Background: an optimization exercise with open tools, aiming at small area. Do not read the settings as production practice.
Only simulation tests tie the RTL to the original design; equivalence was not proved.
No activity file was given, so power comes from the tool's default toggle rates.

## spriteRenderer
module spriteRenderer
#(
    parameter int sheetWidthLog2 = 9,
    parameter int indexWidth     = 8
)
(
    input  logic                     Clk,
    input  logic                     arstN,
    input  logic                     pixelValid,
    input  spritePkg::coord_t        drawX,
    input  spritePkg::coord_t        drawY,
    input  spritePkg::coord_t        kirbyX,
    input  spritePkg::coord_t        kirbyY,
    input  spritePkg::coord_t        blockX,
    input  spritePkg::coord_t        blockY,
    input  logic                     facingRight,
    input  spritePkg::animState_t    floatState,
    input  spritePkg::animState_t    walkState,
    input  spritePkg::animState_t    stillState,
    output logic                     addrValid,
    output spritePkg::sheetAddr_t    spriteAddr,
    output spritePkg::pixelLayer_t   pixelLayer,
    input  logic                     paletteWrite,
    input  logic [indexWidth-1:0]    paletteWriteIndex,
    input  spritePkg::colorChannel_t paletteWriteRed,
    input  spritePkg::colorChannel_t paletteWriteGreen,
    input  spritePkg::colorChannel_t paletteWriteBlue,
    input  logic                     colorRead,
    input  logic [indexWidth-1:0]    colorIndex,
    output logic                     colorValid,
  ...
Settings: LEC_CHECK=0, CAP_MARGIN=20, CORE_MARGIN=2, CORE_UTILIZATION=70, PLACE_DENSITY=0.8, SLEW_MARGIN=30, SYNTH_HIERARCHICAL=1; clock period 8.0 ns.
standard.sh (not shown) runs the stock make flow with config.mk's settings and CLKGATE_MAP_FILE= SYNTH_SCRIPT=/design/flow/synth_recipe.tcl, a recipe that flattens the netlist after the stock synthesis.
==> flow/flow/run.sh <==
#!/bin/bash
# The standard layout (standard.sh, with the standard synthesis unchanged)
# with three changes:
#  - after the floorplan, drivers of nets with 16 or more loads are upsized
#    from size 1 to size 2 (upsize.tcl), so placement needs fewer buffers;
#  - a leaner clock tree: clkbuf_8 buffers over sink clusters of at most 16
#    flip-flops within 60 um, and no dummy loads;
#  - port buffers are buf_1.
# Each tool's output goes to a log file here.
set -euo pipefail
here=$(pwd)
export CTS_ARGS="-sink_clustering_enable -repair_clock_nets -dont_use_dummy_load -buf_list sky130_fd_sc_hd__clkbuf_8 -sink_clustering_size 16 -sink_clustering_max_diameter 60"
export BUFFER_PORTS_ARGS="-buffer_cell sky130_fd_sc_hd__buf_1"
bash standard.sh synth > synth.log 2>&1
bash standard.sh floorplan > floorplan.log 2>&1
fp=$here/orfs/results/$FLOW_PLATFORM/spriteRenderer/base/2_floorplan.odb
ODB_IN=$fp ODB_OUT=$fp MIN_FANOUT=16 openroad -no_init -exit $here/flow/upsize.tcl > upsize.log 2>&1
bash standard.sh > layout.log 2>&1
==> flow/flow/upsize.tcl <==
# Upsize the drivers of high-fanout nets before placement, so that they need
# fewer buffers: a logic cell X_1 (or X_0) whose output drives at least
# MIN_FANOUT pins becomes X_2 when the library has it. Flip-flops, clock
# cells and tie cells are left alone.
read_db $::env(ODB_IN)
set db [ord::get_db]
set block [ord::get_db_block]
set minFanout $::env(MIN_FANOUT)
set count 0
foreach inst [$block getInsts] {
  set name [[$inst getMaster] getName]
  if {![regexp {^(sky130_fd_sc_hd__[a-z0-9]+)_([01])$} $name -> base size]} continue
  if {[string match "*df*" $base] || [string match "*tap*" $base] || [string match "*clk*" $base] || [string match "*conb*" $base]} continue
  set out ""
  foreach it [$inst getITerms] { if {[$it isOutputSignal]} { set out $it } }
  if {$out == ""} continue
  set net [$out getNet]
  if {$net == "NULL"} continue
  set fo [expr {[llength [$net getITerms]] + [llength [$net getBTerms]] - 1}]
  if {$fo < $minFanout} continue
  set bigger [$db findMaster "${base}_2"]
  if {$bigger == "NULL"} continue
  $inst swapMaster $bigger
  incr count
}
puts "upsized $count drivers"
write_db $::env(ODB_OUT)
The baseline ran to the end with no violations.
==> next run, changes <==
--- a/flow/flow/run.sh
+++ b/flow/flow/run.sh
@@ -6,5 +6,7 @@
 #  - a leaner clock tree: clkbuf_8 buffers over sink clusters of at most 16
 #    flip-flops within 60 um, and no dummy loads;
-#  - port buffers are buf_1.
+#  - port buffers are buf_1;
+#  - after global routing, gates off the critical paths are downsized
+#    (ORFS's power recovery, RECOVER_POWER=100).
 # Each tool's output goes to a log file here.
 set -euo pipefail
@@ -12,4 +14,5 @@
 export CTS_ARGS="-sink_clustering_enable -repair_clock_nets -dont_use_dummy_load -buf_list sky130_fd_sc_hd__clkbuf_8 -sink_clustering_size 16 -sink_clustering_max_diameter 60"
 export BUFFER_PORTS_ARGS="-buffer_cell sky130_fd_sc_hd__buf_1"
+export RECOVER_POWER=100
 bash standard.sh synth > synth.log 2>&1
 bash standard.sh floorplan > floorplan.log 2>&1
The new run ran to the end with violations: capacitance limit, slew limit.
Cell area stays flat.
Synthesized area is unchanged.
Global-route usage stays the same.
Via count barely changes.
Combinational power stays flat.
Die area is unchanged.

afterwards: timing with drivers on the ports:
Ports are ideal in the flow. The routed layouts listed here were re-timed in OpenROAD. Step 1, drivers: a clkbuf_16 drives Clk and a buf_2 each remaining input, both assumed. Step 2, shift: input delay + t, output delay - t, t = (earliest + latest rising clock arrival at the registers) / 2. This alone moves slack from input paths to output paths. Slacks: no drivers / after step 1 / after step 2; pairs: no drivers / after step 1.
run | t (ns) | setup slack, ns | hold WS [ns] | slew at the worst register clock pin (ns)
the first run | 1.304 | 1.580 / 1.612 / 0.308 | 0.383 / 0.378 / 0.448 | 0.11 / 0.11
the second run | 1.309 | 0.839 / 0.839 / -0.112 | 0.447 / 0.378 / 0.447 | 0.11 / 0.11
The setup slack of the first run, which loses most, moves by +0.032 ns with the drivers and by -1.272 ns with both steps.
